This is an optimization exercise on Yosys and OpenROAD, whose aim is small area and few clock cycles per item, not a production implementation.
In this exercise RTL edits were held to simulation tests only and were not proved equivalent to the original.

==> job 3559: inputs <==
==> flow/design.v (excerpt) <==
module poly_horner_pipe #(
  parameter int DATA_W   = 18,
  parameter int FRAC_W   = 12,
  parameter int DEGREE   = 4,
  parameter bit SATURATE = 1'b1,
  parameter logic [DATA_W*(DEGREE+1)-1:0] COEF_INIT =
    {18'h3f4ab, 18'h1ec5, 18'h3df43, 18'h1cc8, 18'h82}
) (
  input  logic                          clk,
  input  logic                          async_n,
  input  logic                          in_valid,
  output logic                          in_ready,
  input  logic [DATA_W-1:0]             x_in,
  input  logic                          coef_we,
  input  logic [$clog2(DEGREE+1)-1:0]   coef_addr,
  input  logic [DATA_W-1:0]             coef_wdata,
  input  logic                          coef_swap,
  output logic                          busy,
  output logic                          out_valid,
  input  logic                          out_ready,
  output logic [DATA_W-1:0]             y_out,
  output logic                          ovf_out
);
==> flow/config.mk <==
export PLATFORM = sky130hd
export DESIGN_NAME = poly_horner_pipe
export DESIGN_NICKNAME = poly_horner_pipe
export VERILOG_FILES = /design/flow/design.v
export SDC_FILE = /design/flow/constraint.sdc
export NUM_CORES = 4
export LEC_CHECK = 0
export CAP_MARGIN = 20
export CORE_MARGIN = 2
export CORE_UTILIZATION = 40
export SLEW_MARGIN = 20
export SYNTH_HIERARCHICAL = 1
export SYNTH_MINIMUM_KEEP_SIZE = 0
==> flow/constraint.sdc <==
create_clock -name core_clock -period 10.0 [get_ports {clk}]
set_input_delay 2.0000 -clock core_clock [delete_from_list [all_inputs] [get_ports {clk}]]
set_output_delay 2.0000 -clock core_clock [all_outputs]
set_load 0.01 [all_outputs]
run.sh (not shown) runs the stock make flow with config.mk's settings and CLKGATE_MAP_FILE= SYNTH_SCRIPT=/design/flow/synth_recipe.tcl, a recipe that flattens the netlist after the stock synthesis.
==> job 1815: changes against job 3559 <==
- CAP_MARGIN: 20 -> 5
- CORE_UTILIZATION: 40 -> 65
- GPL_TIMING_DRIVEN: not set -> 0
- SLEW_MARGIN: 20 -> 5
==> key figures <==
STA
  • Skew final: 0.0222 ns

Outcome
  • Outcome: finished clean

Drt
  • Post-Route WL: 124000 µm
  • DR vias: 33100

Global routing
  • Vias in the first global route: 33600

Die
  • Tapcells: 1391

Placed design
  • RePlAce Congestion: 0.894

Setup path
  • FF-to-FF setup slack: 0.59 ns
Source of the figures above: job 3559

==> key figures <==
Outcome
  • Outcome: finished clean

Setup path
  • FF-to-FF setup slack: 0.37 ns
  • CP bufs+invs: 1

STA
  • Skew final: 0.0293 ns
  • Hold slack final: 0.436 ns

Worst hold path
  • Hold endpoint: shadow[56]

Placed design
  • RePlAce Congestion: 0.884

Die
  • Tapcells: 855

Layout
  • Finished Cell Area: 0.0473 mm²
  • Sequential cell area share: 17.6%

Drt
  • Met2 WL: 56900 µm
  • Post-Route WL: 120000 µm
  • DR vias: 33700

Yosys
  • Area leader, netlist: fa_1
  • Yosys cell types: 41

Global routing
  • Vias in the first global route: 34800
Source of the figures above: job 1815

Testbench counts of job 3559, summed over its fixed seeds: cycles 16,032, items 16,000.
Testbench counts of job 1815, summed over its fixed seeds: cycles 16,032, items 16,000.

==> inputs of v24 <==
Starting RTL as in the previous note.
clock: 10.0 ns
lec_check: 0
cap_margin: 20
core_margin: 2
core_utilization: 60
cts_buf_list: sky130_fd_sc_hd__clkbuf_8
cts_cluster_size: 30
slew_margin: 20
synth_hierarchical: 1
synth_minimum_keep_size: 0
==> v19 (differences from v24) <==
CORE_UTILIZATION = 65   (was 60)
CTS_CLUSTER_DIAMETER = 50   (was unset)
CTS_CLUSTER_SIZE = 14   (was 30)
==> run notes <==
                                                        v24        v19
Number of fill cells                                   5828       5039
Status                             timing/DRC/antenna clean  timing/DRC/antenna clean
Number of vias after detailed routing                 33265      33656
Setup WS post-layout                              0.5408 ns  0.4672 ns
Met3 wire length                                   9.793 mm   10.53 mm
Slew @ Worst Pin                                   1.060 ns   1.127 ns
Worst path required time                           10.39 ns   10.36 ns
Post-detail-place hpwl                             86.13 mm   85.73 mm
Die boundary height                                269.9 um   259.5 um
Met2 routing resource usage after global routing     53.43%     58.99%
Worst Path Arrival                                  9.85 ns    9.90 ns
Testbench counts of v24, summed over its fixed seeds: cycles 16,032, items 16,000.
Testbench counts of v19, summed over its fixed seeds: cycles 16,032, items 16,000.

## what the ideal ports hide
The flow's constraints put no driver on any port. The routed layouts listed below were extracted and timed again, unchanged, in two steps. Step 1, drivers: a clkbuf_16 drives clk and a buf_2 each remaining input, both assumed. Step 2 times the ports against the registers' clock, not the clock port: input delays grow and output delays shrink by t, the midpoint of the rising clock arrivals with the driver on. a / b / c = ideal / step 1 / step 2; a / b = the first two.
| run | shift t [ns] | setup WS [ns] | latest minus earliest clock arrival (ns) | worst register clock-pin slew, ns |
|---|---|---|---|---|
| job 3559 | 0.633 | 0.594 / 0.594 / 0.594 | 0.026 / 0.025 | 0.07 / 0.07 |
| job 1815 | 0.613 | 0.374 / 0.374 / 0.374 | 0.037 / 0.037 | 0.07 / 0.07 |
| v24 | 0.704 | 0.541 / 0.541 / 0.541 | 0.071 / 0.072 | 0.08 / 0.08 |
| v19 | 0.676 | 0.467 / 0.467 / 0.467 | 0.042 / 0.042 | 0.09 / 0.09 |
After both steps setup and hold are still met in every run listed.
